Context: an optimization exercise on an open-source flow, tuned for small area. The choices shown serve that exercise and are no tape-out recipe.
Where RTL was checked, it was by simulation tests only, not by an equivalence proof against the original.
Only the layout flow was run in runs 2, 4 and 5; the RTL was not checked for function there.
Power and IR drop assume default switching activity.

--- flow/run.sh ---
#!/bin/bash
# The standard layout (the standard.sh, ORFS from synthesis to the final
# layout) with these changes:
#  - the buffers that buffer_ports puts on every input and output port are
#    sky130_fd_sc_hd__buf_1 instead of the cell it picks by default;
#  - clock tree synthesis inserts no dummy loads.
# The full make output goes to standard.log in this folder; ORFS's own
# per-step logs are under orfs/logs.
set -euo pipefail
here=$(pwd)
bash standard.sh \
  "SYNTH_SCRIPT=$here/flow/synth.tcl" \
  "BUFFER_PORTS_ARGS=-buffer_cell sky130_fd_sc_hd__buf_1" \
  "CTS_ARGS=-sink_clustering_enable -repair_clock_nets -sink_clustering_size 25 -sink_clustering_max_diameter 120 -dont_use_dummy_load" \
  finish > standard.log 2>&1
--- standard.sh ---
#!/bin/bash
# synth_recipe.tcl (not shown) runs the flow's synth.tcl, then flattens the netlist and writes it again
# the make line also repeats each setting of config.mk as NAME=value (left out here)
make -C /OpenROAD-flow-scripts/flow DESIGN_CONFIG=/design/flow/config.mk WORK_HOME=/design/flow/orfs CLKGATE_MAP_FILE= SYNTH_SCRIPT=/design/flow/synth_recipe.tcl "${@:-finish}"
--- config.mk ---
export PLATFORM = sky130hd
export DESIGN_NAME = core_top
export DESIGN_NICKNAME = core_top
export VERILOG_FILES = /design/flow/design.v
export SDC_FILE = /design/flow/constraint.sdc
export NUM_CORES = 8
export LEC_CHECK = 0
export CAP_MARGIN = 20
export CORE_MARGIN = 2
export CORE_UTILIZATION = 55
export CTS_CLUSTER_DIAMETER = 120
export CTS_CLUSTER_SIZE = 25
export SETUP_SLACK_MARGIN = 0.2
export SLEW_MARGIN = 20
export SYNTH_HIERARCHICAL = 1
export SYNTH_MINIMUM_KEEP_SIZE = 0
--- design.v ---
`timescale 1ns/1ps
`default_nettype none
module fetch_stage (
    input  wire [18:0] pc,
    input  wire        inc,
    input  wire        jump,
    input  wire [18:0] off,
    output wire [18:0] lo,
    output wire        c
);
    localparam integer N = 19;
    wire [N-1:0] b = jump ? off : {{(N-1){1'b0}}, inc};
    wire [N-1:0] p [0:5];
    wire [N-1:0] g [0:5];
    assign p[0] = pc ^ b;
    assign g[0] = pc & b;
    genvar l, i;
    generate
        for (l = 0; l < 5; l = l + 1) begin : lv
            for (i = 0; i < N; i = i + 1) begin : bt
                if (i >= (1 << l)) begin : c
                    assign g[l+1][i] = g[l][i] | (p[l][i] & g[l][i - (1 << l)]);
                    assign p[l+1][i] = p[l][i] & p[l][i - (1 << l)];
                end else begin : n
                    assign g[l+1][i] = g[l][i];
                    assign p[l+1][i] = p[l][i];
                end
            end
        end
    endgenerate
    assign lo = p[0] ^ {g[5][N-2:0], 1'b0};
    assign c  = g[5][N-1];
endmodule
`default_nettype wire
`timescale 1ns/1ps
`default_nettype none
module reg_file (
    input  wire        clk,
    input  wire        clr,
    input  wire        wen,
    input  wire [4:0]  rd,
    input  wire [15:0] wd,
    input  wire [4:0]  rs1,
    input  wire [4:0]  rs2,
    output wire [15:0] a,
    output wire [15:0] b
);
    wire [16*32-1:0] ring_out;
    rf_ring u_ring (
        .clk      (clk),
        .clr      (clr),
        .wen      (wen),
        .rd       (rd),
        .wd       (wd),
        .ring_out (ring_out)
    );
    rf_port_a u_ra (
        .ring (ring_out),
        .sel  (rs1),
        .y    (a)
    );
    rf_port_b u_rb (
        .ring (ring_out),
        .sel  (rs2),
        .y    (b)
    );
endmodule
module rf_ring (
    input  wire              clk,
    input  wire              clr,
    input  wire              wen,
    input  wire [4:0]        rd,
    input  wire [15:0]       wd,
    output wire [16*32-1:0]  ring_out
);
    assign ring_out[15:0] = 16'd0;
    genvar g;
    generate
        for (g = 1; g < 32; g = g + 1) begin : gr
            reg  [63:0] s;
            wire        we_g = clr | (wen && rd == g);
            always @(posedge clk) begin
                s <= {s[47:0], we_g ? wd : s[63:48]};
            end
            assign ring_out[16*g +: 16] = s[63:48];
        end
    endgenerate
endmodule
module rf_port_a (
    input  wire [16*32-1:0] ring,
    input  wire [4:0]       sel,
    output reg  [15:0]      y
);
    integer k;
    always @(*) begin
        y = 16'd0;
        for (k = 1; k < 32; k = k + 1) begin
            y = y | (ring[16*k +: 16] & {16{sel == k}});
        end
    end
endmodule
module rf_port_b (
    input  wire [16*32-1:0] ring,
    input  wire [4:0]       sel,
    output reg  [15:0]      y
);
    integer k;
    always @(*) begin
        y = 16'd0;
        for (k = 1; k < 32; k = k + 1) begin
            y = y | (ring[16*k +: 16] & {16{sel == k}});
        end
    end
endmodule
`default_nettype wire
`timescale 1ns/1ps
`default_nettype none
module execute_stage (
    input  wire [15:0] a,
    input  wire [15:0] b,
    input  wire        sub,
    input  wire        cin,
    input  wire [1:0]  op,      
    output reg  [15:0] y,
    output wire        cout
);
    wire [15:0] bx = sub ? ~b : b;
    wire [15:0] p0 = a ^ bx;
    wire [15:0] g0 = (a & bx) | {15'd0, p0[0] & cin};
    wire [15:0] p1 = {p0[15:1] & p0[14:0], p0[0]};
    wire [15:0] g1 = {g0[15:1] | (p0[15:1] & g0[14:0]), g0[0]};
    wire [15:0] p2 = {p1[15:2] & p1[13:0], p1[1:0]};
    wire [15:0] g2 = {g1[15:2] | (p1[15:2] & g1[13:0]), g1[1:0]};
    wire [15:0] p3 = {p2[15:4] & p2[11:0], p2[3:0]};
    wire [15:0] g3 = {g2[15:4] | (p2[15:4] & g2[11:0]), g2[3:0]};
    wire [15:0] g4 = {g3[15:8] | (p3[15:8] & g3[7:0]), g3[7:0]};
    wire [15:0] s  = p0 ^ {g4[14:0], cin};
    assign cout = g4[15];
    always @(*) begin
        case (op)
            2'd0:    y = s;
            2'd1:    y = a ^ b;
            2'd2:    y = a | b;
            default: y = a & b;
        endcase
    end
endmodule
`default_nettype wire
`timescale 1ns/1ps
`default_nettype none
module writeback_stage (
    input  wire [15:0] a,
    input  wire        sgn,
    input  wire        c,
    output wire [15:0] y
);
    wire [15:0] t  = sgn ? ~a : a;        
    wire [15:0] q0 = t;
    wire [15:0] q1 = {q0[15:1] & q0[14:0], q0[0]};
    wire [15:0] q2 = {q1[15:2] & q1[13:0], q1[1:0]};
    wire [15:0] q3 = {q2[15:4] & q2[11:0], q2[3:0]};
    wire [15:0] q4 = {q3[15:8] & q3[7:0], q3[7:0]};
    wire [15:0] fl = {q4[14:0], 1'b1};    
    assign y = (sgn != c) ? a ^ fl : a;
endmodule
`default_nettype wire
`timescale 1ns/1ps
`default_nettype none
module core_top (
    input  wire        clk,
    input  wire        rst,
    output wire        imem_req_valid,
    input  wire        imem_req_ready,
    output wire [63:0] imem_req_addr,
    input  wire        imem_rsp_valid,
    output wire        imem_rsp_ready,
    input  wire [63:0] imem_rsp_rdata,
    output wire        dmem_req_valid,
    input  wire        dmem_req_ready,
    output wire [63:0] dmem_req_addr,
    output wire        dmem_req_we,
    output wire [63:0] dmem_req_wdata,
    input  wire        dmem_rsp_valid,
    output wire        dmem_rsp_ready,
    input  wire [63:0] dmem_rsp_rdata,
    output wire        retire_valid,
    output wire [63:0] retire_pc,
    output wire [4:0]  retire_rd,
    output wire        retire_rd_we,
    output wire [63:0] retire_rd_data
);
    reg  [1:0]  ph;      
    reg         clr;     
    reg         act;     
    reg         ldw;     
    reg         irv;     
    reg  [31:7] ir;      
    reg  [2:0]  cls;     
    reg  [63:2] pc;      
    reg         nf;      
    reg         drop;    
    reg         guess;   
    reg         xd;      
    reg         rt;      
    reg         rval;    
    reg  [4:0]  rrd;
    reg         rwe;
    reg  [20:2] opc;     
    reg         nh;      
    reg         ns;      
    reg         tk;      
    reg         dpend;   
    reg  [2:0]  dout;    
    reg         carry;
    reg         eqacc;
    reg  [63:0] rr;      
    reg  [63:0] ww;      
    wire ph0 = (ph == 2'd0);
    wire ph3 = (ph == 2'd3);
    wire [2:0]  f3     = ir[14:12];
    wire [4:0]  rd     = ir[11:7];
    wire [4:0]  rs1    = ir[19:15];
    wire [4:0]  rs2    = ir[24:20];
    localparam [2:0] C_NONE = 3'd0;    
    localparam [2:0] C_OP   = 3'd1;
    localparam [2:0] C_ADDI = 3'd2;
    localparam [2:0] C_LD   = 3'd3;
    localparam [2:0] C_SD   = 3'd4;
    localparam [2:0] C_BR   = 3'd5;
    localparam [2:0] C_JAL  = 3'd6;
    wire is_op   = (cls == C_OP);
    wire is_addi = (cls == C_ADDI);
    wire is_ld   = (cls == C_LD);
    wire is_sd   = (cls == C_SD);
    wire is_br   = (cls == C_BR);
    wire is_jal  = (cls == C_JAL);
    wire known   = (cls != C_NONE);
    wire writes  = is_op | is_addi | is_ld | is_jal;
    wire is_sub  = is_op && (f3 == 3'b000) && ir[30];
    wire use_imm = is_addi | is_ld | is_sd;
    wire        run;
    wire        wen;
    wire [15:0] wd;
    wire [15:0] a_rf;
    wire [15:0] b_rf;
    reg_file u_rf (
        .clk (clk),
        .clr (clr),
        .wen (wen),
        .rd  (rd),
        .wd  (wd),
        .rs1 (rs1),
        .rs2 (rs2),
        .a   (a_rf),
        .b   (b_rf)
    );
    wire [11:0] imm12 = is_sd ? {ir[31:25], ir[11:7]} : ir[31:20];
    wire [15:0] immc  = ph0 ? {{4{imm12[11]}}, imm12} : {16{imm12[11]}};
    wire [63:0] pcx   = {pc, 2'b00};
    reg  [15:0] pcc;
    always @(*) begin
        case (ph)
            2'd0:    pcc = pcx[15:0];
            2'd1:    pcc = pcx[31:16];
            2'd2:    pcc = pcx[47:32];
            default: pcc = pcx[63:48];
        endcase
    end
    reg [15:0] ldc;
    always @(*) begin
        case (ph)
            2'd0:    ldc = dmem_rsp_rdata[15:0];
            2'd1:    ldc = dmem_rsp_rdata[31:16];
            2'd2:    ldc = dmem_rsp_rdata[47:32];
            default: ldc = dmem_rsp_rdata[63:48];
        endcase
    end
    wire [15:0] op_a = ldw ? ldc : is_jal ? pcc : a_rf;
    wire [15:0] op_b = (ldw || (is_jal && !ph0)) ? 16'd0 : is_jal ? 16'd4 : use_imm ? immc : b_rf;
    wire        cin  = ph0 ? is_sub : carry;
    wire [15:0] alu;
    wire        cout;
    wire [1:0]  aop = (is_op && f3[2] && !ldw) ? (f3[1] ? (f3[0] ? 2'd3 : 2'd2) : 2'd1) : 2'd0;
    execute_stage u_alu (
        .a    (op_a),
        .b    (op_b),
        .sub  (is_sub && !ldw),
        .cin  (cin),
        .op   (aop),
        .y    (alu),
        .cout (cout)
    );
    wire [15:0] res = alu;
    assign wd  = clr ? 16'd0 : res;
    assign wen = run && (ldw || (writes && !is_ld));
    wire eq    = eqacc && (a_rf == b_rf);
    wire taken = f3[0] ? !eq : eq;
    wire ld_rsp = !dpend && dout == 3'd1 && dmem_rsp_valid;
    wire start  = !clr && irv && !xd && !dpend && (ldw ? ld_rsp : known);
    assign run  = ph0 ? start : act;
    wire end_rnd = run && ph3;
    wire end_fin = end_rnd && (ldw || !is_ld);    
    wire mem_iss = end_rnd && !ldw && (is_ld || is_sd);
    wire [18:0] joff = is_jal ? {ir[31], ir[19:12], ir[20], ir[30:22]}
                              : {{9{ir[31]}}, ir[7], ir[30:25], ir[11:9]};
    wire [18:0] lo;
    wire        lo_c;
    wire        jump = irv && guess;
    fetch_stage u_pcadd (
        .pc   (pc[20:2]),
        .inc  (irv),
        .jump (jump),
        .off  (joff),
        .lo   (lo),
        .c    (lo_c)
    );
    wire        sgn  = jump && joff[18];
    wire        hchg = lo_c != sgn;         
    wire        skip = irv && hchg && !rt;
    wire tk_now   = end_fin ? taken : tk;
    wire mis      = is_br && (tk_now != guess);
    wire done     = irv && (end_fin || xd || !known);
    wire store_ok = !is_sd || !dmem_req_valid || dmem_req_ready;
    wire fetched  = nf || skip;    
    wire adv_any  = done && fetched && store_ok;
    wire advance  = adv_any && !mis && !rt;
    wire fixup    = done && fetched && mis;
    reg  [43:0] chain;
    reg  [63:21] hi;
    integer     h;
    always @(*) begin
        chain[0] = rt && nh;
        for (h = 0; h < 43; h = h + 1) begin
            chain[h+1] = chain[h] && (pc[21+h] != ns);
            hi[21+h]   = pc[21+h] ^ chain[h];
        end
    end
    wire [63:2] pc_d = {hi, advance ? lo : pc[20:2]};
    wire ld_ir = (!irv || advance) && nf && !drop && imem_rsp_valid;
    wire [31:0] nxt = pc_d[2] ? imem_rsp_rdata[63:32] : imem_rsp_rdata[31:0];
    wire [2:0]  nf3 = nxt[14:12];
    wire [2:0]  nxt_cls =
        (nxt[6:0] == 7'b0110011 && (nf3 == 3'b000 || nf3 == 3'b100 || nf3[2:1] == 2'b11)) ? C_OP :
        (nxt[6:0] == 7'b0010011 && nf3 == 3'b000) ? C_ADDI :
        (nxt[6:0] == 7'b0000011 && nf3 == 3'b011) ? C_LD :
        (nxt[6:0] == 7'b0100011 && nf3 == 3'b011) ? C_SD :
        (nxt[6:0] == 7'b1100011 && nf3[2:1] == 2'b00) ? C_BR :
        (nxt[6:0] == 7'b1101111) ? C_JAL : C_NONE;
    assign imem_req_valid = !nf && !hchg && !(rt && nh);
    assign imem_req_addr  = {pc[63:21], lo[18:1], 3'b000};
    assign imem_rsp_ready = drop || ((!irv || adv_any) && nf);
    wire byp = end_rnd;
    assign dmem_req_valid = dpend || mem_iss;
    assign dmem_req_we    = is_sd;
    wire [15:0] addr3;
    writeback_stage u_addr3 (
        .a   (a_rf),
        .sgn (imm12[11]),
        .c   (carry),
        .y   (addr3)
    );
    assign dmem_req_addr  = {byp ? addr3 : rr[63:48], rr[47:0]};
    assign dmem_req_wdata = {byp ? b_rf : ww[63:48], ww[47:0]};
    assign dmem_rsp_ready = !(ldw && !dpend && dout == 3'd1) || (end_rnd && ldw);
    assign retire_valid   = rt && rval;
    assign retire_pc      = {pc[63:21], opc, 2'b00};
    assign retire_rd      = rrd;
    assign retire_rd_we   = rwe;
    assign retire_rd_data = rr;
    wire dfire  = dmem_req_valid && dmem_req_ready;
    wire drfire = dmem_rsp_valid && dmem_rsp_ready;
    always @(posedge clk or posedge rst) begin
        if (rst) begin
            ph    <= 2'd0;
            clr   <= 1'b1;
            act   <= 1'b0;
            ldw   <= 1'b0;
            irv   <= 1'b0;
            pc    <= 62'd0;
            nf    <= 1'b0;
            drop  <= 1'b0;
            xd    <= 1'b0;
            rt    <= 1'b0;
            dpend <= 1'b0;
            dout  <= 3'd0;
        end else begin
            ph    <= ph + 2'd1;
            if (ph3) clr <= 1'b0;
            act   <= run && !ph3;
            if (end_rnd) ldw <= !ldw && is_ld;
            pc    <= pc_d;
            if (ld_ir) irv <= 1'b1;
            else if (advance) irv <= 1'b0;
            if (imem_req_valid && imem_req_ready) nf <= 1'b1;
            if (ld_ir || fixup) nf <= 1'b0;
            if (fixup) drop <= nf && !imem_rsp_valid;   
            else if (imem_rsp_valid) drop <= 1'b0;
            rt    <= advance;
            if (advance) xd <= 1'b0;
            else if (end_fin || fixup) xd <= 1'b1;
            dpend <= dmem_req_valid && !dmem_req_ready;
            dout  <= dout + {2'd0, dfire} - {2'd0, drfire};
        end
    end
    always @(posedge clk) begin
        if (ld_ir) begin
            ir    <= nxt[31:7];
            cls   <= nxt_cls;
            guess <= (nxt_cls == C_JAL) || (nxt_cls == C_BR && nxt[12]);
        end else if (fixup) begin
            guess <= !guess;
        end
        if (end_fin) tk <= taken;
        rval <= known;
        rrd  <= rd;
        rwe  <= writes;
        opc  <= pc[20:2];
        nh   <= hchg;
        ns   <= sgn;
        carry <= cout;
        eqacc <= (ph0 || eqacc) && (a_rf == b_rf);
        if (run) begin
            case (ph)
                2'd0:    begin rr[15:0]  <= res; ww[15:0]  <= b_rf; end
                2'd1:    begin rr[31:16] <= res; ww[31:16] <= b_rf; end
                2'd2:    begin rr[47:32] <= res; ww[47:32] <= b_rf; end
                default: begin rr[63:48] <= res; ww[63:48] <= b_rf; end
            endcase
        end
    end
endmodule
`default_nettype wire
--- flow/area.abc ---
strash
dch
map -a
topo
--- constraint.sdc ---
create_clock -name core_clock -period 7.0 [get_ports {clk}]
set_input_delay 1.4000 -clock core_clock [delete_from_list [all_inputs] [get_ports {clk}]]
set_output_delay 1.4000 -clock core_clock [all_outputs]
set_load 0.01 [all_outputs]
--- flow/synth.tcl ---
proc synth {args} { yosys synth -nofsm -noshare {*}$args }
set ::area_abc [file join [file dirname [info script]] area.abc]
proc abc {args} {
  set a {}
  set skip 0
  foreach x $args {
    if {$skip} { lappend a $::area_abc; set skip 0; continue }
    if {$x eq "-script"} { lappend a $x; set skip 1; continue }
    lappend a $x
  }
  yosys abc {*}$a rf_ring
  yosys abc {*}$args core_top reg_file rf_port_a rf_port_b execute_stage fetch_stage writeback_stage
}
source $::env(SCRIPTS_DIR)/synth.tcl
# left out here: clear keep_hierarchy, flatten, clean up, hide names made inside functions, write 1_2_yosys.v
==> results.sh, run 1 <==
export IMPL_leakagePower_nw=29.85
export IMPL_final_max_slew_viol_count=0
export IMPL_fin_tns_setup_ns=0
export IMPL_dieArea_um2=136100
export IMPL_startpoint_type="flop"
export IMPL_grt_use_total_pct=31.37
export IMPL_grt_max_degree=77
export IMPL_clock_path_buffers=3
export IMPL_period_share_pct=94.66
export IMPL_netlist_instances=6527
export IMPL_dp_slack_ns=0.04636
export IMPL_worstSetupPathType="flop to output port"
export IMPL_coreArea_um2=131800
export IMPL_fin_skew_ns=0.07902
export IMPL_drc_errors=0
export IMPL_wire_per_inst_um=26.75
export IMPL_drive_gt1_share_pct=7.390
export IMPL_avgViaCountPerCell=5.685
export IMPL_die_w_um=368.9
export IMPL_worstPathMaxFanout=25
export IMPL_grt_pass1_wl_um=310100
export IMPL_numPortBuffers=460
export IMPL_maxSlewHeadroom_pct=23.15
export IMPL_cts_made_buffers=100
export IMPL_worst_slew_pin_slew_ns=1.150
export IMPL_hp_class="flop to flop"
export IMPL_ys_warn_count=12
export IMPL_fin_nets=6627
export IMPL_ir_drop_v=0.0003100
export IMPL_pin_count=466
export IMPL_timing_fmax_ghz=0.1509
export IMPL_antenna_left=0
export IMPL_endpoint_kind="output port"
export IMPL_num_rows=133
export IMPL_setup_viol=0
export IMPL_nFillCells=11240
export IMPL_cp_data_required_time_ns=5.60
export IMPL_clock_latency_ns=0.75
export IMPL_rsz0062_at_grt="false"
export IMPL_clock_sinks=2248
export IMPL_syn_area_um2=73240
export IMPL_maxCapViolCount=0
export IMPL_hold_violations=0
export IMPL_antenna_found_initial=16
export IMPL_dr_pass1_iters=6
export IMPL_grt_overflow=0
export IMPL_dpl_hpwl_um=158500
export IMPL_start_util_pct=55.57
export IMPL_setup_ws_ns=0.3736
export IMPL_final_min_clock_period_ns=6.626
export IMPL_die_h_um=368.9
export IMPL_cp_arrival_ns=5.23
export IMPL_power_density_nw_per_um2=356.8
export IMPL_drt_iter0_markers=5373
export IMPL_vias=46500
export IMPL_h_tree_depth=3
export IMPL_root_buffer="clkbuf_16"
export IMPL_area_delta_synth_final_pct=3.337
export IMPL_tritoncts="done"
export IMPL_clk_pin_slew_ns=0.10
export IMPL_utilization_pct=57.42
export IMPL_synth_area_per_cell_um2=11.22
export IMPL_place_congestion=0.9789
export IMPL_grt_pass1_vias=43160
export IMPL_finalWirelength_um=218700
export IMPL_outcome="complete, no violations"
==> cells in the final DEF, fill, tap and decap left out, types with 19 or more instances in the layout <==
cell / n
nand3_1: 80
a21oi_1: 110
nor2b_1: 29
or4_1: 21
nor2_1: 192
o21ai_0: 557
xnor2_1: 76
buf_4: 190
mux2i_1: 97
o22ai_1: 51
a222oi_1: 30
a2111oi_0: 32
a22oi_1: 183
xor2_1: 61
nand4_1: 43
and2_1: 26
a211oi_1: 21
a2111oi_2: 21
ha_1: 71
nand2_1: 912
buf_1: 460
inv_1: 76
edfxtp_1: 157
and3_1: 172
dfxtp_1: 2014
a32oi_1: 63
mux2_2: 19
clkbuf_16: 100
nor3b_1: 23
a31oi_1: 24
dfrtp_1: 75
clkinv_1: 27
nor3_1: 27
==> worst max-delay path, cell delays in order (launching register included) <==
cell       delay, ns
edfxtp_1        0.39
buf_12          0.14
buf_6           0.22
and3b_1         0.22
buf_4           0.24
and3_1          0.22
a2111oi_2       0.32
nand3_1         0.27
or4_4           0.72
or4b_4          0.57
o22ai_2         0.20
buf_4           0.22
nand3_1         0.13
xnor2_2         0.22
nand2_1         0.08
nand2_1         0.13
buf_1           0.18
==> per-stage QoR <==
step           cells  area (um2)  hold slack, ns  power, mW
2_1_floorplan   6531       73250          0.3096      18.52
3_3_place_gp    8048       72770          0.3095      20.75
3_5_place_dp    8049       72800          0.3121      20.81
4_1_cts         8153       75370          0.2947      27.00
5_1_grt         8169       75660          0.2903      28.03
6_report        8178       75680          0.2939      27.00
==> cell type report <==
type	instances	area (um2)	share of cell area, %
multi-input combinational	3288	20050	26.49
antenna	9	22.52	0.02976
clock buffer	100	2502	3.307
tap	1755	2196	2.902
sequential	2248	46960	62.05
inverter	107	406.6	0.5373
timing repair buffer	671	3545	4.684
==> metal layers <==
layer / GRT usage, % / vias up / share of wire, %
met5: 0 / - / 0.061
met4: 13.55 / 18 / 4.7
met3: 4.293 / 422 / 6.3
met2: 50.08 / 1880 / 46
met1: 42.75 / 22710 / 43
li1: - / 21470 / -
==> final timing paths <==
kind,start,to,slack [ns],cells after the start
max in group asynchronous,rst,pc[16],5.59,3
min in group asynchronous,rst,pc[63],0.88,3
worst max register to register,ir[22],u_rf.u_ring.gr[25].s[15],0.38,21
worst min register to register,u_rf.u_ring.gr[30].s[9],u_rf.u_ring.gr[30].s[25],0.29,0
worst min-delay path,u_rf.u_ring.gr[30].s[9],u_rf.u_ring.gr[30].s[25],0.29,0
worst max-delay path,ir[17],dmem_req_addr[57],0.37,16
==> power by group <==
group	switching, mW	total (mW)	leakage, nW	internal, mW
combinational	3.81	5.32	9.85	1.51
clock	3.77	6.33	1.23	2.56
sequential	0.838	15.3	18.8	14.5
total	8.42	27.0	29.8	18.6
==> timing repair <==
action / CTS / global route
resized for setup: 4 / 24
gates cloned: 0 / 1
setup endpoints to repair: 37 / 239
hold buffers: 0 / 0
pin swaps: 0 / 4
buffers inserted: 4 / 14
==> state kept, by name (all words and copies together), names as in the netlist, 2 cells and up <==
register          count
cls                   3
dout                  3
ir                   25
opc                  19
pc                   62
ph                    2
rr                   64
rrd                   5
u_rf.u_ring.gr.s   1984
ww                   64
==> run 2, diff against run 1 <==
--- a/design.v
+++ b/design.v
@@ -303,2 +303,10 @@
     wire mem_iss = end_rnd && !ldw && (is_ld || is_sd);
+    wire tk_now   = end_fin ? taken : tk;
+    wire mis      = is_br && (tk_now != guess);
+    wire done     = irv && (end_fin || xd || !known);
+    wire store_ok = !is_sd || !dmem_req_valid || dmem_req_ready;
+    wire fetched  = nf || skip;    
+    wire adv_any  = done && fetched && store_ok;
+    wire advance  = adv_any && !mis && !rt;
+    wire fixup    = done && fetched && mis;
     wire [18:0] joff = is_jal ? {ir[31], ir[19:12], ir[20], ir[30:22]}
@@ -319,10 +327,2 @@
     wire        skip = irv && hchg && !rt;
-    wire tk_now   = end_fin ? taken : tk;
-    wire mis      = is_br && (tk_now != guess);
-    wire done     = irv && (end_fin || xd || !known);
-    wire store_ok = !is_sd || !dmem_req_valid || dmem_req_ready;
-    wire fetched  = nf || skip;    
-    wire adv_any  = done && fetched && store_ok;
-    wire advance  = adv_any && !mis && !rt;
-    wire fixup    = done && fetched && mis;
     reg  [43:0] chain;
--- a/flow/synth.tcl
+++ b/flow/synth.tcl
@@ -1,2 +1,4 @@
 proc synth {args} { yosys synth -nofsm -noshare {*}$args }
+# Technology mapping: the register file's rings and its rs2 read port get an
+# area-oriented ABC script; the other modules the standard one.
 set ::area_abc [file join [file dirname [info script]] area.abc]
@@ -10,4 +12,4 @@
   }
-  yosys abc {*}$a rf_ring
-  yosys abc {*}$args core_top reg_file rf_port_a rf_port_b execute_stage fetch_stage writeback_stage
+  yosys abc {*}$a rf_ring execute_stage
+  yosys abc {*}$args core_top reg_file rf_port_a rf_port_b fetch_stage writeback_stage
 }
==> results.sh, run 2 <==
export IMPL_maxSlewHeadroom_pct=25.70
export IMPL_endpoint_kind="output port"
export IMPL_setup_viol=0
export IMPL_dieArea_um2=135600
export IMPL_pwr_share_comb_pct=19.8
export IMPL_rr_worst_depth=26
export IMPL_outcome="complete, no violations"
export IMPL_fin_nets=6646
export IMPL_die_w_um=368.2
export IMPL_worstPathMaxFanout=21
export IMPL_period_share_pct=96.67
export IMPL_drive_gt1_share_pct=7.493
export IMPL_wire_per_inst_um=27.28
export IMPL_holdPathStages=0
export IMPL_min_to="u_rf.u_ring.gr[16].s[42]"
export IMPL_worstSetupStartpoint="ir[16]"
export IMPL_cts_made_buffers=100
export IMPL_clock_latency_ns=0.75
export IMPL_largest_reg_flops=1984
export IMPL_vias=46530
export IMPL_reg2reg_from="ir[22]"
export IMPL_dr_pass1_iters=8
export IMPL_avgViaCountPerCell=5.679
export IMPL_h_tree_depth=3
export IMPL_hp_start="u_rf.u_ring.gr[16].s[26]"
export IMPL_syn_area_um2=72970
export IMPL_dpl_hpwl_um=164900
export IMPL_internal_power_mw=18.56
export IMPL_cp_data_required_time_ns=5.60
export IMPL_hp_class="flop to flop"
export IMPL_holdWs_ns=0.2755
export IMPL_area_delta_synth_final_pct=3.640
export IMPL_p_seq_share_pct=56.9
export IMPL_nFillCells=11310
export IMPL_reg_largest_list="u_rf.u_ring.gr.s: 1984 flops, rr: 64 flops, ww: 64 flops"
export IMPL_final_common_cell="dfxtp_1"
export IMPL_r2r_slack_ns=0.36
export IMPL_dp_slack_ns=-0.1147
export IMPL_clock_sinks=2248
export IMPL_clk_pin_slew_ns=0.09
export IMPL_grt_use_total_pct=31.99
export IMPL_die_h_um=368.2
export IMPL_setup_ws_ns=0.2333
export IMPL_startpoint_type="flop"
export IMPL_dp_cells=8074
export IMPL_cp_arrival_ns=5.37
export IMPL_hold_violations=0
export IMPL_p_sw_share_pct=31.30
export IMPL_ys_warn_count=12
export IMPL_finalPower_mw=27.02
export IMPL_ir_drop_v=0.0002736
export IMPL_rsz0062_at_grt="true"
export IMPL_grt_overflow=0
export IMPL_dpl_cell_area_um2=72840
export IMPL_top_register="u_rf.u_ring.gr.s"
export IMPL_antenna_left=0
export IMPL_r2r_end="u_rf.u_ring.gr[27].s[9]"
export IMPL_start_util_pct=55.43
export IMPL_place_congestion=1.033
export IMPL_timing_fmax_ghz=0.1478
export IMPL_final_min_clock_period_ns=6.767
export IMPL_p_switching_mw=8.457
export IMPL_drc_errors=0
export IMPL_maxCapViolCount=0
export IMPL_final_cell_mix="dfxtp_1 (2014), nand2_1 (938), o21ai_0 (548)"
export IMPL_netlist_instances=6515
export IMPL_grt_max_degree=77
export IMPL_grt_pass1_vias=42920
export IMPL_antenna_found_initial=14
export IMPL_finalWirelength_um=223500
export IMPL_final_max_slew_viol_count=0
export IMPL_worst_slew_pin_slew_ns=1.112
export IMPL_pin_count=466
export IMPL_worstSetupPathType="flop to output port"
export IMPL_finalNonFillerCells=8192
export IMPL_root_buffer="clkbuf_16"
export IMPL_leakagePower_nw=29.83
export IMPL_grt_pass1_wl_um=314200
export IMPL_clock_path_buffers=3
export IMPL_fin_area_um2=75620
export IMPL_power_density_nw_per_um2=357.3
export IMPL_clockPowerShare_pct=23.2
export IMPL_num_rows=133
export IMPL_synth_area_per_cell_um2=11.20
export IMPL_fin_skew_ns=0.06738
export IMPL_numPortBuffers=460
export IMPL_coreArea_um2=131600
export IMPL_drt_iter0_markers=5522
export IMPL_tritoncts="done"
## run 2: final cells by class
cell class / instances / area (um2) / area share [%]
timing repair buffer: 691 / 3702 / 4.896
antenna: 4 / 10.01 / 0.01324
inverter: 117 / 440.4 / 0.5824
clock buffer: 100 / 2502 / 3.309
multi-input combinational: 3277 / 19810 / 26.20
tap: 1755 / 2196 / 2.904
sequential: 2248 / 46960 / 62.09
## run 2: worst max-delay path, stage by stage, from the launching register on
cell and delay [ns]:
edfxtp_1 0.51, buf_6 0.32, or2b_1 0.24, nor2_1 0.15, buf_4 0.25, a22oi_1 0.25, nand4_1 0.56, or4_4 0.74
or4b_1 0.56, o21ai_0 0.16, nand4_1 0.23, xnor2_1 0.31, nand2_1 0.09, nand2_1 0.09, buf_1 0.19
## run 2: worst max path at each step
stage | endpoint | slack (ns) | cells after the start
global route | u_rf.u_ring.gr[25].s[14] | 0.17 | 23
finish | dmem_req_addr[60] | 0.23 | 14
global placement | u_rf.u_ring.gr[3].s[14] | -0.29 | 26
detailed placement | u_rf.u_ring.gr[26].s[12] | -0.11 | 24
floorplan | guess | 1.24 | 20
CTS | dmem_req_addr[59] | 0.21 | 15
## run 2: stage by stage
step	util, %	setup TNS (ns)
4_1_cts	57.30	0
5_1_grt	57.45	0
6_report	57.45	0
2_1_floorplan	-	0
3_3_place_gp	55.31	-15.65
3_5_place_dp	55.34	-2.838
## run 2: routing by layer
metal,wire length [um],global-route usage (%)
met1,94720,42.59
met2,102100,51.36
met3,15450,5.338
met4,11150,14.25
met5,55,0
## run 2: power groups by stage
stage	sequential, mW	clock [mW]	combinational [mW]
5_1_grt	15.5	6.82	5.69
4_1_cts	15.4	6.40	5.28
3_5_place_dp	15.6	0	5.24
6_report	15.4	6.28	5.36
2_1_floorplan	15.2	0	3.26
3_3_place_gp	15.6	0	5.21
## run 2: repair_timing
action,in CTS,in global routing
endpoints found under the hold margin,0,0
setup endpoints to repair,106,118
pin swaps,3,5
setup buffers,4,7
hold buffers,0,0
resized for setup,11,14
==> run 3, diff against run 2 <==
--- a/design.v
+++ b/design.v
@@ -36,2 +36,21 @@
 `default_nettype none
+module pc_upper (
+    input  wire        go,
+    input  wire        dn,
+    input  wire [42:0] h,
+    output reg  [42:0] y
+);
+    reg [43:0] chain;
+    integer    i;
+    always @(*) begin
+        chain[0] = go;
+        for (i = 0; i < 43; i = i + 1) begin
+            chain[i+1] = chain[i] && (h[i] != dn);
+            y[i]       = h[i] ^ chain[i];
+        end
+    end
+endmodule
+`default_nettype wire
+`timescale 1ns/1ps
+`default_nettype none
 module reg_file (
@@ -303,10 +322,2 @@
     wire mem_iss = end_rnd && !ldw && (is_ld || is_sd);
-    wire tk_now   = end_fin ? taken : tk;
-    wire mis      = is_br && (tk_now != guess);
-    wire done     = irv && (end_fin || xd || !known);
-    wire store_ok = !is_sd || !dmem_req_valid || dmem_req_ready;
-    wire fetched  = nf || skip;    
-    wire adv_any  = done && fetched && store_ok;
-    wire advance  = adv_any && !mis && !rt;
-    wire fixup    = done && fetched && mis;
     wire [18:0] joff = is_jal ? {ir[31], ir[19:12], ir[20], ir[30:22]}
@@ -327,12 +338,17 @@
     wire        skip = irv && hchg && !rt;
-    reg  [43:0] chain;
-    reg  [63:21] hi;
-    integer     h;
-    always @(*) begin
-        chain[0] = rt && nh;
-        for (h = 0; h < 43; h = h + 1) begin
-            chain[h+1] = chain[h] && (pc[21+h] != ns);
-            hi[21+h]   = pc[21+h] ^ chain[h];
-        end
-    end
+    wire tk_now   = end_fin ? taken : tk;
+    wire mis      = is_br && (tk_now != guess);
+    wire done     = irv && (end_fin || xd || !known);
+    wire store_ok = !is_sd || !dmem_req_valid || dmem_req_ready;
+    wire fetched  = nf || skip;    
+    wire adv_any  = done && fetched && store_ok;
+    wire advance  = adv_any && !mis && !rt;
+    wire fixup    = done && fetched && mis;
+    wire [63:21] hi;
+    pc_upper u_pchi (
+        .go (rt && nh),
+        .dn (ns),
+        .h  (pc[63:21]),
+        .y  (hi)
+    );
     wire [63:2] pc_d = {hi, advance ? lo : pc[20:2]};
==> flow/synth.tcl (replaced) <==
proc synth {args} { yosys synth -nofsm -noshare {*}$args }
set ::area_abc [file join [file dirname [info script]] area.abc]
proc abc {args} {
  set a {}
  set skip 0
  foreach x $args {
    if {$skip} { lappend a $::area_abc; set skip 0; continue }
    if {$x eq "-script"} { lappend a $x; set skip 1; continue }
    lappend a $x
  }
  yosys abc {*}$a rf_ring pc_upper
  yosys abc {*}$args core_top reg_file rf_port_a rf_port_b execute_stage fetch_stage writeback_stage
}
source $::env(SCRIPTS_DIR)/synth.tcl
# left out here: clear keep_hierarchy, flatten, clean up, hide names made inside functions, write 1_2_yosys.v
==> results.sh, run 3 <==
export IMPL_grt_pass1_vias=42370
export IMPL_slowest_stage="or4_1"
export IMPL_root_buffer="clkbuf_16"
export IMPL_grt_use_total_pct=31.10
export IMPL_fin_skew_ns=0.05536
export IMPL_tritoncts="done"
export IMPL_hp_class="flop to flop"
export IMPL_clock_latency_ns=0.75
export IMPL_leakagePower_nw=29.61
export IMPL_drive_gt1_share_pct=8.249
export IMPL_final_max_slew_viol_count=0
export IMPL_drt_iter0_markers=5058
export IMPL_outcome="complete, no violations"
export IMPL_setup_ws_ns=0.2994
export IMPL_cp_arrival_ns=5.30
export IMPL_clock_path_buffers=3
export IMPL_grt_pass1_wl_um=306000
export IMPL_cp_data_required_time_ns=5.60
export IMPL_cts_made_buffers=99
export IMPL_multi_input_area_um2=19770
export IMPL_coreArea_um2=131600
export IMPL_area_delta_synth_final_pct=3.251
export IMPL_endpoint_kind="output port"
export IMPL_timing_fmax_ghz=0.1492
export IMPL_die_h_um=368.2
export IMPL_pin_count=466
export IMPL_setup_viol=0
export IMPL_start_util_pct=55.41
export IMPL_fin_nets=6505
export IMPL_startpoint_type="flop"
export IMPL_wire_per_inst_um=26.89
export IMPL_final_common_cell="dfxtp_1"
export IMPL_worst_slew_pin_slew_ns=1.222
export IMPL_antenna_left=0
export IMPL_final_cell_mix="dfxtp_1 (2015), nand2_1 (755), o21ai_0 (577)"
export IMPL_die_w_um=368.2
export IMPL_grt_max_degree=77
export IMPL_path_common_cell="nand4_1"
export IMPL_reg_largest_list="u_rf.u_ring.gr.s: 1984 flops, rr: 64 flops, ww: 64 flops"
export IMPL_dp_slack_ns=0.04152
export IMPL_drc_errors=0
export IMPL_netlist_instances=6400
export IMPL_fin_tns_setup_ns=0
export IMPL_dr_pass1_iters=7
export IMPL_regArea_um2=46960
export IMPL_maxCapViolCount=0
export IMPL_ir_drop_v=0.0003611
export IMPL_path_cells="buf_12 -> nand4b_1 -> o22ai_1 -> nor2_1 -> nand4_1 -> or4_1 -> or2_2 -> o22ai_4 -> buf_4 -> nand4_1 -> xnor2_1 -> mux2_2 -> buf_1"
export IMPL_largest_reg_flops=1984
export IMPL_holdWs_ns=0.2922
export IMPL_top_register="u_rf.u_ring.gr.s"
export IMPL_power_density_nw_per_um2=388.5
export IMPL_place_congestion=0.9957
export IMPL_worstSetupStartpoint="ir[17]"
export IMPL_crit_buf_inv=3
export IMPL_dieArea_um2=135500
export IMPL_ys_warn_count=13
export IMPL_finalWirelength_um=216500
export IMPL_r2r_end="guess"
export IMPL_crit_family="simple AND/OR/NAND/NOR gates"
export IMPL_clk_pin_slew_ns=0.09
export IMPL_rsz0062_at_grt="false"
export IMPL_num_rows=133
export IMPL_avgViaCountPerCell=5.690
export IMPL_hold_violations=0
export IMPL_reg2reg_from="ir[22]"
export IMPL_cp_depth=13
export IMPL_dpl_cell_area_um2=72470
export IMPL_cts_hold_buf=0
export IMPL_clock_sinks=2248
export IMPL_finalPower_mw=29.26
export IMPL_synth_area_per_cell_um2=11.40
export IMPL_numPortBuffers=460
export IMPL_maxSlewHeadroom_pct=18.33
export IMPL_critPathMaxStageDelay_ns=0.82
export IMPL_crit_end="dmem_req_addr[62]"
export IMPL_period_share_pct=95.72
export IMPL_grt_overflow=0
export IMPL_nFillCells=11180
export IMPL_rr_worst_depth=17
export IMPL_vias=45810
export IMPL_h_tree_depth=3
export IMPL_syn_area_um2=72940
export IMPL_worstPathMaxFanout=47
export IMPL_r2r_slack_ns=0.34
export IMPL_final_min_clock_period_ns=6.701
export IMPL_antenna_found_initial=9
export IMPL_worstSetupPathType="flop to output port"
export IMPL_dpl_hpwl_um=155700
export IMPL_fin_area_um2=75310
==> run 3: what timing repair did <==
item	CTS	global route
endpoints found under the setup margin	200	358
pin swaps	2	3
gates cloned	0	1
gates resized for setup	17	26
setup buffers	5	10
==> run 3: where the power goes <==
part | switching (mW) | total (mW) | leakage, nW | internal [mW]
clock | 3.74 | 6.27 | 1.22 | 2.53
sequential | 1.04 | 16.0 | 18.8 | 14.9
combinational | 5.05 | 7.00 | 9.61 | 1.95
total | 9.83 | 29.3 | 29.6 | 19.4
==> run 3: worst min-delay path by stage <==
stage | depth (start not counted) | startpoint | slack (ns) | endpoint
2_1_floorplan | 0 | u_rf.u_ring.gr[10].s[0] | 0.31 | u_rf.u_ring.gr[10].s[16]
3_3_place_gp | 0 | u_rf.u_ring.gr[21].s[47] | 0.31 | u_rf.u_ring.gr[21].s[63]
3_5_place_dp | 0 | u_rf.u_ring.gr[19].s[33] | 0.31 | u_rf.u_ring.gr[19].s[49]
4_1_cts | 0 | u_rf.u_ring.gr[7].s[47] | 0.30 | u_rf.u_ring.gr[7].s[63]
5_1_grt | 0 | u_rf.u_ring.gr[7].s[13] | 0.30 | u_rf.u_ring.gr[7].s[29]
6_report | 0 | u_rf.u_ring.gr[7].s[47] | 0.29 | u_rf.u_ring.gr[7].s[63]
==> run 3: per-layer routing <==
| layer | wire length [um] | share of wire [%] | vias to the layer above | GRT usage, % |
|---|---|---|---|---|
| met5 | 71 | 0.033 | - | 0 |
| met4 | 10420 | 4.8 | 10 | 13.82 |
| met3 | 14090 | 6.5 | 390 | 4.499 |
| met2 | 98070 | 45 | 1930 | 49.31 |
| met1 | 93830 | 43 | 22380 | 42.41 |
| li1 | - | - | 21090 | - |
==> run 3: area by class of cell <==
cell class,instances,share of cell area [%]
Antenna cell,4,0.01329
Clock buffer,99,3.290
Timing Repair Buffer,656,4.498
Tap cell,1755,2.916
Sequential cell,2248,62.35
Multi-Input combinational cell,3152,26.25
Inverter,137,0.6862
==> run 3: per-stage QoR <==
| stage | util (%) | instances |
|---|---|---|
| after floorplan | - | 6404 |
| after global placement | 54.99 | 7927 |
| after detailed placement | 55.05 | 7929 |
| after CTS | 57.01 | 8033 |
| after global routing | 57.20 | 8047 |
| final | 57.21 | 8051 |
==> run 4, diff against run 3 <==
--- a/design.v
+++ b/design.v
@@ -101,3 +101,3 @@
             always @(posedge clk) begin
-                s <= {s[47:0], we_g ? wd : s[63:48]};
+                s <= {s[47:16], we_g ? wd : s[15:0], s[63:48]};
             end
@@ -233,2 +233,5 @@
     reg         carry;
+    reg  [15:0] wdr;     
+    reg         wen_d;   
+    reg         clr_d;
     reg         eqacc;
@@ -266,6 +269,6 @@
         .clk (clk),
-        .clr (clr),
-        .wen (wen),
-        .rd  (rd),
-        .wd  (wd),
+        .clr (clr_d),
+        .wen (wen_d),
+        .rd  (rrd),
+        .wd  (wdr),
         .rs1 (rs1),
@@ -399,2 +402,4 @@
             rt    <= 1'b0;
+            wen_d <= 1'b0;
+            clr_d <= 1'b0;
             dpend <= 1'b0;
@@ -414,2 +419,4 @@
             rt    <= advance;
+            wen_d <= wen;
+            clr_d <= clr;
             if (advance) xd <= 1'b0;
@@ -436,2 +443,3 @@
         carry <= cout;
+        wdr   <= wd;
         eqacc <= (ph0 || eqacc) && (a_rf == b_rf);
==> results.sh, run 4 <==
export IMPL_finalPower_mw=27.65
export IMPL_worstSetupPathType="flop to output port"
export IMPL_top_usage_layer="met2"
export IMPL_timing_fmax_ghz=0.1500
export IMPL_crit_buf_inv=3
export IMPL_die_h_um=369.6
export IMPL_holdWs_ns=0.2468
export IMPL_clockPowerShare_pct=23.0
export IMPL_outcome="complete, no violations"
export IMPL_path_cells="buf_6 -> buf_6 -> mux2i_1 -> o22ai_1 -> nor2_1 -> nand4_1 -> or4_4 -> or4b_1 -> o22ai_1 -> nand4_1 -> xnor2_1 -> nand2_1 -> nand2_1 -> buf_1"
export IMPL_drt_iter0_markers=5039
export IMPL_gr_usage_met2_pct=48.71
export IMPL_dieArea_um2=136600
export IMPL_maxCapViolCount=0
export IMPL_fin_tns_setup_ns=0
export IMPL_grt_use_total_pct=31.01
export IMPL_cp_data_required_time_ns=5.60
export IMPL_syn_area_um2=73500
export IMPL_startpoint_type="flop"
export IMPL_internal_power_mw=18.93
export IMPL_power_density_nw_per_um2=365.4
export IMPL_hp_start="u_rf.u_ring.gr[16].s[32]"
export IMPL_coreArea_um2=133100
export IMPL_h_tree_depth=3
export IMPL_worstPathMaxFanout=28
export IMPL_use_met1_pct=43.28
export IMPL_r2r_slack_ns=0.37
export IMPL_avgViaCountPerCell=5.698
export IMPL_utilization_pct=56.84
export IMPL_pwr_share_comb_pct=20.6
export IMPL_clock_latency_ns=0.79
export IMPL_drive_gt1_share_pct=8.009
export IMPL_grt_pass1_vias=42420
export IMPL_root_buffer="clkbuf_16"
export IMPL_fin_nets=6543
export IMPL_num_rows=134
export IMPL_cp_depth=14
export IMPL_top_register="u_rf.u_ring.gr.s"
export IMPL_largest_reg_flops=1984
export IMPL_rr_worst_depth=15
export IMPL_final_cell_mix="dfxtp_1 (2031), nand2_1 (765), o21ai_0 (573)"
export IMPL_final_max_slew_viol_count=0
export IMPL_cts_hold_buf=0
export IMPL_area_delta_synth_final_pct=2.940
export IMPL_hp_class="flop to flop"
export IMPL_fin_skew_ns=0.09354
export IMPL_numPortBuffers=460
export IMPL_wire_per_inst_um=26.75
export IMPL_synth_area_per_cell_um2=11.41
export IMPL_met3_usage_pct=4.278
export IMPL_setup_viol=0
export IMPL_dpl_hpwl_um=155400
export IMPL_rsz0062_at_grt="true"
export IMPL_pin_count=466
export IMPL_reg_largest_list="u_rf.u_ring.gr.s: 1984 flops, rr: 64 flops, ww: 64 flops"
export IMPL_place_congestion=0.9719
export IMPL_drc_errors=0
export IMPL_final_min_clock_period_ns=6.668
export IMPL_nFillCells=11290
export IMPL_grt_pass1_wl_um=307100
export IMPL_cts_made_buffers=100
export IMPL_ir_drop_v=0.0002778
export IMPL_final_common_cell="dfxtp_1"
export IMPL_critPathMaxStageDelay_ns=0.71
export IMPL_r2r_end="ir[22]"
export IMPL_hold_violations=0
export IMPL_crit_family="simple AND/OR/NAND/NOR gates"
export IMPL_leakagePower_nw=29.81
export IMPL_min_to="u_rf.u_ring.gr[16].s[48]"
export IMPL_antenna_left=0
export IMPL_cp_arrival_ns=5.27
export IMPL_p_sw_share_pct=31.54
export IMPL_grt_overflow=0
export IMPL_clk_pin_slew_ns=0.10
export IMPL_start_util_pct=55.21
export IMPL_grt_max_degree=79
export IMPL_dr_pass1_iters=9
export IMPL_p_switching_mw=8.722
export IMPL_antenna_found_initial=19
export IMPL_holdPathStages=0
export IMPL_clock_path_buffers=3
export IMPL_clock_sinks=2266
export IMPL_slowest_stage="or4_4"
export IMPL_die_w_um=369.6
export IMPL_finalWirelength_um=216800
export IMPL_vias=46190
export IMPL_maxSlewHeadroom_pct=22.03
export IMPL_period_share_pct=95.25
export IMPL_p_seq_share_pct=56.4
export IMPL_ys_warn_count=13
export IMPL_endpoint_kind="output port"
export IMPL_reg2reg_from="ir[17]"
export IMPL_worst_slew_pin_slew_ns=1.169
export IMPL_dp_slack_ns=0.2353
export IMPL_netlist_instances=6443
export IMPL_setup_ws_ns=0.3323
export IMPL_tritoncts="done"
==> run 4: cell count changes in the layout (fill, tap and decap cells not counted), moves of 7 or more <==
cell / previous run / this run
mux2_4: 0 / 11
dfxtp_1: 2015 / 2031
mux2_2: 71 / 46
nor2_1: 207 / 191
nand2_1: 755 / 765
a21oi_1: 102 / 115
nor2_2: 5 / 12
==> run 4: per-stage QoR <==
step / std cells / instance area (um2)
global placement: 7969 / 72740
CTS: 8089 / 75480
floorplan: 6447 / 73520
detailed placement: 7971 / 72760
global route: 8100 / 75650
finish: 8105 / 75660
==> run 4: how the worst max path moves through the flow <==
stage                       from                 to  slack [ns]
after floorplan           cls[1]              guess        1.51
after global placement    ir[15]             ir[23]        0.25
after detailed placement  ir[15]              ir[9]        0.24
after CTS                 ir[17]  dmem_req_addr[63]        0.20
after global routing      cls[0]     imem_rsp_ready        0.15
final                     ir[17]  dmem_req_addr[63]        0.33
==> run 4: power by group through the flow <==
stage | Clock, mW | Combinational [mW] | Sequential, mW
after detailed placement | 0 | 5.50 | 15.9
after global placement | 0 | 5.46 | 15.8
after CTS | 6.48 | 5.63 | 15.6
after floorplan | 0 | 3.81 | 15.4
after global routing | 6.92 | 6.11 | 15.7
final | 6.36 | 5.70 | 15.6
==> run 4: per-layer routing <==
layer / up-vias / share of wire (%)
li1: 21210 / -
met1: 22660 / 44
met2: 1923 / 45
met3: 387 / 6.8
met4: 2 / 4.3
met5: - / 0.0060
==> run 4: repair_timing <==
item / CTS / global route
gates resized for setup: 12 / 19
pin swaps: 0 / 2
buffers inserted: 18 / 6
setup endpoints to repair: 16 / 36
==> run 4: final cells by class <==
| class | instances | area, um2 | share of cell area [%] |
|---|---|---|---|
| sequential | 2266 | 47330 | 62.55 |
| multi-input combinational | 3172 | 19820 | 26.19 |
| timing repair buffer | 653 | 3264 | 4.314 |
| clock buffer | 100 | 2502 | 3.307 |
| tap | 1768 | 2212 | 2.924 |
| inverter | 139 | 524.3 | 0.6929 |
| antenna | 7 | 17.52 | 0.02315 |
==> run 5, diff against run 4 <==
--- a/flow/synth.tcl
+++ b/flow/synth.tcl
@@ -10,4 +10,4 @@
   }
-  yosys abc {*}$a rf_ring pc_upper
-  yosys abc {*}$args core_top reg_file rf_port_a rf_port_b execute_stage fetch_stage writeback_stage
+  yosys abc {*}$a rf_ring pc_upper rf_port_b execute_stage
+  yosys abc {*}$args core_top reg_file rf_port_a fetch_stage writeback_stage
 }
==> results.sh, run 5 <==
export IMPL_die_w_um=367.1
export IMPL_grt_use_total_pct=32.97
export IMPL_syn_area_um2=72500
export IMPL_dp_slack_ns=0.08570
export IMPL_p_switching_mw=8.649
export IMPL_clockPowerShare_pct=22.9
export IMPL_grt_pass1_vias=42620
export IMPL_avgViaCountPerCell=5.691
export IMPL_grt_max_degree=59
export IMPL_worst_slew_pin_slew_ns=1.216
export IMPL_period_share_pct=94.49
export IMPL_drc_errors=0
export IMPL_ys_warn_count=13
export IMPL_h_tree_depth=3
export IMPL_reg_largest_list="u_rf.u_ring.gr.s: 1984 flops, rr: 64 flops, ww: 64 flops"
export IMPL_power_density_nw_per_um2=363.1
export IMPL_drt_iter0_markers=5201
export IMPL_maxSlewHeadroom_pct=18.64
export IMPL_fin_nets=6684
export IMPL_dp_cells=8079
export IMPL_num_rows=133
export IMPL_worstPathMaxFanout=16
export IMPL_tritoncts="done"
export IMPL_final_min_clock_period_ns=6.614
export IMPL_cts_made_buffers=100
export IMPL_internal_power_mw=19.14
export IMPL_clock_sinks=2266
export IMPL_rsz0062_at_grt="true"
export IMPL_vias=46850
export IMPL_hp_class="flop to flop"
export IMPL_timing_fmax_ghz=0.1512
export IMPL_setup_viol=0
export IMPL_dieArea_um2=134700
export IMPL_worstSetupPathType="flop to output port"
export IMPL_cts_hold_buf=0
export IMPL_drive_gt1_share_pct=10.28
export IMPL_antenna_found_initial=12
export IMPL_fin_skew_ns=0.09108
export IMPL_grt_overflow=0
export IMPL_grt_pass1_wl_um=317800
export IMPL_p_sw_share_pct=31.13
export IMPL_cp_data_required_time_ns=5.60
export IMPL_dpl_cell_area_um2=72960
export IMPL_maxCapViolCount=0
export IMPL_pin_count=466
export IMPL_netlist_instances=6429
export IMPL_ir_drop_v=0.0003034
export IMPL_dr_pass1_iters=10
export IMPL_outcome="complete, no violations"
export IMPL_synth_area_per_cell_um2=11.28
export IMPL_clk_pin_slew_ns=0.10
export IMPL_area_delta_synth_final_pct=5.555
export IMPL_pwr_share_comb_pct=20.7
export IMPL_finalWirelength_um=229300
export IMPL_die_h_um=367.1
export IMPL_utilization_pct=58.36
export IMPL_numPortBuffers=460
export IMPL_start_util_pct=55.29
export IMPL_fin_tns_setup_ns=0
export IMPL_wire_per_inst_um=27.86
export IMPL_endpoint_kind="output port"
export IMPL_leakagePower_nw=29.51
export IMPL_coreArea_um2=131100
export IMPL_fin_area_um2=76530
export IMPL_root_buffer="clkbuf_16"
export IMPL_antenna_left=0
export IMPL_finalPower_mw=27.79
export IMPL_clock_path_buffers=3
export IMPL_final_common_cell="dfxtp_1"
export IMPL_p_seq_share_pct=56.3
export IMPL_holdWs_ns=0.2918
export IMPL_place_congestion=0.9734
export IMPL_largest_reg_flops=1984
export IMPL_hold_violations=0
export IMPL_clock_latency_ns=0.76
export IMPL_startpoint_type="flop"
export IMPL_final_cell_mix="dfxtp_1 (2031), nand2_1 (863), o21ai_0 (558)"
export IMPL_final_max_slew_viol_count=0
export IMPL_dpl_hpwl_um=162100
export IMPL_finalNonFillerCells=8232
export IMPL_setup_ws_ns=0.3859
export IMPL_top_register="u_rf.u_ring.gr.s"
export IMPL_cp_arrival_ns=5.21
[run 5: critical path, stage by stage (launching register included)]
cell and delay, ns:
edfxtp_1 0.43, buf_12 0.17, buf_4 0.15, buf_4 0.19, or3b_2 0.55, nor2_4 0.76
a22oi_1 0.21, nand4_1 0.15, or4_1 0.45, buf_4 0.26, nand2_1 0.12, o22ai_4 0.36
nand4_1 0.16, xnor2_1 0.21, nand2_1 0.09, nand2_1 0.09, buf_1 0.15
[run 5: cell type report]
type / instances / area [um2]
multi-input cells: 3105 / 19420
flip-flops and latches: 2266 / 47330
diodes: 6 / 15.01
well taps: 1755 / 2196
fillers: 11120 / 54600
inverters: 263 / 989.7
repair buffers: 737 / 4081
clock buffers: 100 / 2502
[run 5: repair_timing]
item                       in CTS  in global routing
gates cloned                    1                  5
setup endpoints to repair      65                146
setup buffers                  17                 22
pin swaps                       9                 43
hold endpoints to repair        0                  0
gates resized for setup        12                108
[run 5: power by group through the flow]
| stage | Combinational [mW] | Clock [mW] | Sequential [mW] |
|---|---|---|---|
| floorplan | 3.57 | 0 | 15.4 |
| global placement | 5.18 | 0 | 15.9 |
| detailed placement | 5.22 | 0 | 15.9 |
| CTS | 5.40 | 6.46 | 15.6 |
| global route | 6.14 | 6.90 | 15.7 |
| finish | 5.77 | 6.37 | 15.7 |
[run 5: worst paths after layout]
| path | from | endpoint | slack [ns] | cells after the start |
|---|---|---|---|---|
| max in group asynchronous | rst | clr_d | 5.19 | 3 |
| min in group asynchronous | rst | pc[44] | 0.78 | 2 |
| min reg2reg | u_rf.u_ring.gr[11].s[31] | u_rf.u_ring.gr[11].s[47] | 0.29 | 0 |
| min | u_rf.u_ring.gr[11].s[31] | u_rf.u_ring.gr[11].s[47] | 0.29 | 0 |
| max | ir[19] | dmem_req_addr[62] | 0.39 | 16 |
| max reg2reg | ir[20] | ir[19] | 0.46 | 32 |
[run 5: routing by layer]
layer | track usage (%) | wire, um | share of wire [%] | vias up
li1 | - | - | - | 21360
met2 | 53.02 | 104900 | 46 | 2199
met1 | 43.36 | 94030 | 41 | 22680
met5 | 0 | 83 | 0.036 | -
met4 | 15.39 | 12450 | 5.4 | 6
met3 | 5.858 | 17820 | 7.8 | 603
==> run 6, diff against run 5 <==
--- a/design.v
+++ b/design.v
@@ -101,3 +101,3 @@
             always @(posedge clk) begin
-                s <= {s[47:16], we_g ? wd : s[15:0], s[63:48]};
+                s <= {s[47:0], we_g ? wd : s[63:48]};
             end
@@ -233,5 +233,2 @@
     reg         carry;
-    reg  [15:0] wdr;     
-    reg         wen_d;   
-    reg         clr_d;
     reg         eqacc;
@@ -269,6 +266,6 @@
         .clk (clk),
-        .clr (clr_d),
-        .wen (wen_d),
-        .rd  (rrd),
-        .wd  (wdr),
+        .clr (clr),
+        .wen (wen),
+        .rd  (rd),
+        .wd  (wd),
         .rs1 (rs1),
@@ -402,4 +399,2 @@
             rt    <= 1'b0;
-            wen_d <= 1'b0;
-            clr_d <= 1'b0;
             dpend <= 1'b0;
@@ -419,4 +414,2 @@
             rt    <= advance;
-            wen_d <= wen;
-            clr_d <= clr;
             if (advance) xd <= 1'b0;
@@ -443,3 +436,2 @@
         carry <= cout;
-        wdr   <= wd;
         eqacc <= (ph0 || eqacc) && (a_rf == b_rf);
==> flow/speed.abc (new file) <==
&get -n
&st
&dch
&nf
&st
&syn2
&if -g -K 6
&synch2
&nf
&st
&syn2
&if -g -K 6
&synch2
&nf
&st
&syn2
&if -g -K 6
&synch2
&nf
&st
&syn2
&if -g -K 6
&synch2
&nf
&st
&syn2
&if -g -K 6
&synch2
&nf
&put
==> flow/synth.tcl (replaced) <==
proc synth {args} { yosys synth -nofsm -noshare {*}$args }
set ::area_abc [file join [file dirname [info script]] area.abc]
set ::speed_abc [file join [file dirname [info script]] speed.abc]
proc with_script {script arglist} {
  set a {}
  set skip 0
  foreach x $arglist {
    if {$skip} { lappend a $script; set skip 0; continue }
    if {$x eq "-script"} { lappend a $x; set skip 1; continue }
    lappend a $x
  }
  return $a
}
proc abc {args} {
  yosys abc {*}[with_script $::area_abc $args] rf_ring pc_upper
  yosys abc {*}[with_script $::speed_abc $args] core_top reg_file rf_port_a rf_port_b execute_stage fetch_stage writeback_stage
}
source $::env(SCRIPTS_DIR)/synth.tcl
# left out here: clear keep_hierarchy, flatten, clean up, hide names made inside functions, write 1_2_yosys.v
==> results.sh, run 6 <==
export IMPL_outcome="complete, no violations"
export IMPL_drc_errors=0
export IMPL_tritoncts="done"
export IMPL_avgViaCountPerCell=5.660
export IMPL_antenna_found_initial=17
export IMPL_dieArea_um2=133000
export IMPL_grt_use_total_pct=31.87
export IMPL_nFillCells=10850
export IMPL_syn_area_um2=71540
export IMPL_maxCapViolCount=0
export IMPL_grt_pass1_vias=41830
export IMPL_grt_pass1_wl_um=303400
export IMPL_worstPathMaxFanout=11
export IMPL_reg_largest_list="u_rf.u_ring.gr.s: 1984 flops, rr: 64 flops, ww: 64 flops"
export IMPL_numPortBuffers=460
export IMPL_clock_path_buffers=3
export IMPL_clk_pin_slew_ns=0.10
export IMPL_dr_pass1_iters=11
export IMPL_path_cells="buf_4 -> buf_4 -> mux2_1 -> a22oi_1 -> nand4_1 -> or4_4 -> or4b_1 -> o22ai_1 -> nand3_1 -> xnor2_1 -> mux2_1 -> buf_1"
export IMPL_final_cell_mix="dfxtp_1 (2015), nand2_1 (756), o21ai_0 (584)"
export IMPL_drt_iter0_markers=5177
export IMPL_antenna_left=0
export IMPL_dpl_hpwl_um=157500
export IMPL_grt_max_degree=77
export IMPL_timing_fmax_ghz=0.1485
export IMPL_internal_power_mw=19.56
export IMPL_fin_tns_setup_ns=0
export IMPL_ys_warn_count=13
export IMPL_critPathMaxStageDelay_ns=0.79
export IMPL_rsz0062_at_grt="false"
export IMPL_vias=45540
export IMPL_final_max_slew_viol_count=0
export IMPL_p_sw_share_pct=33.96
export IMPL_netlist_instances=6217
export IMPL_cp_arrival_ns=5.33
export IMPL_pin_count=466
export IMPL_top_register="u_rf.u_ring.gr.s"
export IMPL_pwr_share_comb_pct=24.9
export IMPL_endpoint_kind="output port"
export IMPL_cts_made_buffers=100
export IMPL_hp_class="flop to flop"
export IMPL_largest_reg_flops=1984
export IMPL_clock_sinks=2248
export IMPL_clock_latency_ns=0.75
export IMPL_start_util_pct=55.32
export IMPL_drive_gt1_share_pct=6.676
export IMPL_power_density_nw_per_um2=394.2
export IMPL_h_tree_depth=3
export IMPL_wire_per_inst_um=27.01
export IMPL_synth_area_per_cell_um2=11.51
export IMPL_p_seq_share_pct=53.8
export IMPL_grt_overflow=0
export IMPL_ir_drop_v=0.0002544
export IMPL_r2r_slack_ns=0.48
export IMPL_setup_ws_ns=0.2679
export IMPL_place_congestion=0.9641
export IMPL_startpoint_type="flop"
export IMPL_cts_hold_buf=0
export IMPL_clockPowerShare_pct=21.3
export IMPL_finalWirelength_um=217300
export IMPL_period_share_pct=96.17
export IMPL_final_min_clock_period_ns=6.732
export IMPL_area_delta_synth_final_pct=5.000
export IMPL_num_rows=132
export IMPL_fin_nets=6504
export IMPL_cp_data_required_time_ns=5.60
export IMPL_p_switching_mw=10.06
export IMPL_maxSlewHeadroom_pct=21.35
export IMPL_die_h_um=364.7
export IMPL_fin_skew_ns=0.09378
export IMPL_dp_slack_ns=0.4242
export IMPL_worst_slew_pin_slew_ns=1.175
export IMPL_worstSetupPathType="flop to output port"
export IMPL_final_common_cell="dfxtp_1"
export IMPL_holdWs_ns=0.2636
export IMPL_slowest_stage="or4_4"
export IMPL_coreArea_um2=129300
export IMPL_setup_viol=0
export IMPL_root_buffer="clkbuf_16"
export IMPL_leakagePower_nw=29.31
export IMPL_die_w_um=364.7
export IMPL_hold_violations=0
==> run 6: cell types whose count changed in the layout (fill, tap and decap cells not counted), moves of 39 or more <==
cell,delta
buf_4,-71
clkinv_1,-84
mux2_1,+66
nand2_1,-107
and3_1,+83
nand4_1,-39
mux2i_1,+44
==> run 6: routing by layer <==
| metal | part of all wire [%] | global-route usage [%] | vias up | routed length, um |
|---|---|---|---|---|
| li1 | - | - | 21100 | - |
| met1 | 43 | 42.99 | 21980 | 92810 |
| met2 | 44 | 48.96 | 1986 | 96080 |
| met3 | 7.4 | 5.604 | 460 | 16020 |
| met4 | 5.7 | 17.25 | 16 | 12290 |
| met5 | 0.045 | 0 | - | 97 |
==> run 6: power groups by stage <==
| stage | logic [mW] | registers [mW] | clock network, mW |
|---|---|---|---|
| detailed placement | 7.21 | 16.2 | 0 |
| global placement | 7.17 | 16.2 | 0 |
| global route | 7.80 | 16.1 | 6.87 |
| finish | 7.37 | 15.9 | 6.31 |
| CTS | 7.26 | 15.9 | 6.43 |
| floorplan | 3.94 | 15.9 | 0 |
==> run 6: per-stage QoR <==
stage	power (mW)	utilization, %	instances	instance area (um2)
after floorplan	19.81	-	6221	71810
after global placement	23.33	55.97	7920	72390
after detailed placement	23.41	55.98	7920	72400
after CTS	29.62	57.95	8024	74940
after global routing	30.76	58.08	8040	75100
final	29.61	58.09	8046	75120
==> run 6: repair_timing <==
| item | CTS | global route |
|---|---|---|
| setup endpoints to repair | 14 | 35 |
| gates resized for setup | 6 | 17 |
| pin swaps | 0 | 3 |
| setup buffers | 4 | 9 |
==> run 6: area by class of cell <==
| class | instances | area, um2 | area share, % |
|---|---|---|---|
| tap | 1742 | 2180 | 2.901 |
| clock buffer | 100 | 2502 | 3.331 |
| antenna | 13 | 32.53 | 0.04331 |
| inverter | 137 | 520.5 | 0.6929 |
| multi-input combinational | 3152 | 19560 | 26.04 |
| sequential | 2248 | 46960 | 62.51 |
| timing repair buffer | 654 | 3369 | 4.485 |
==> run 6: final timing paths <==
kind	cells past startpoint	endpoint	startpoint
max reg2reg	23	u_rf.u_ring.gr[28].s[12]	ir[21]
min reg2reg	0	u_rf.u_ring.gr[15].s[59]	u_rf.u_ring.gr[15].s[43]
min in group asynchronous	3	pc[63]	rst
max in group asynchronous	3	ph[1]	rst
min	0	u_rf.u_ring.gr[15].s[59]	u_rf.u_ring.gr[15].s[43]
max	12	dmem_req_addr[59]	ir[18]
==> run 6: critical path: cells and delay by family (launching register included) <==
family / cells / cell delay, ns
AND/OR/NAND/NOR: 4 / 2.04
multiplexers: 2 / 0.72
flip-flops: 1 / 0.59
buffers and inverters: 3 / 0.56
AO/OA/AOI/OAI: 2 / 0.55
XOR/XNOR: 1 / 0.14

-- static timing again, ports no longer ideal --
In the flow no input, the clock included, has a driving cell. The finished layouts below were timed again as built, in two steps. Step 1 assumes that a clkbuf_16 drives the clock port and a buf_2 every other input. Step 2 also shifts input and output timing later by t, the mid clock arrival at the registers, as if the neighbouring blocks saw the same clock. Slacks: ideal / step 1 / step 2; pairs: ideal / step 1.
run	shift t [ns]	setup slack, ns	hold WS [ns]	latest minus earliest clock arrival (ns)	cell pins on the clock port's net
run 1	0.795	0.374 / 0.291 / 0.385	0.294 / 0.294 / 0.294	0.082 / 0.082	1
run 2	0.801	0.233 / 0.148 / 0.358	0.275 / 0.275 / 0.275	0.067 / 0.068	1
run 3	0.809	0.299 / 0.217 / 0.340	0.292 / 0.292 / 0.292	0.055 / 0.056	1
run 4	0.823	0.332 / 0.255 / 0.374	0.247 / 0.247 / 0.247	0.101 / 0.101	1
run 5	0.786	0.386 / 0.313 / 0.458	0.292 / 0.292 / 0.292	0.099 / 0.099	1
run 6	0.773	0.268 / 0.193 / 0.475	0.264 / 0.264 / 0.264	0.094 / 0.095	1
After both steps setup and hold are still met in every run listed.
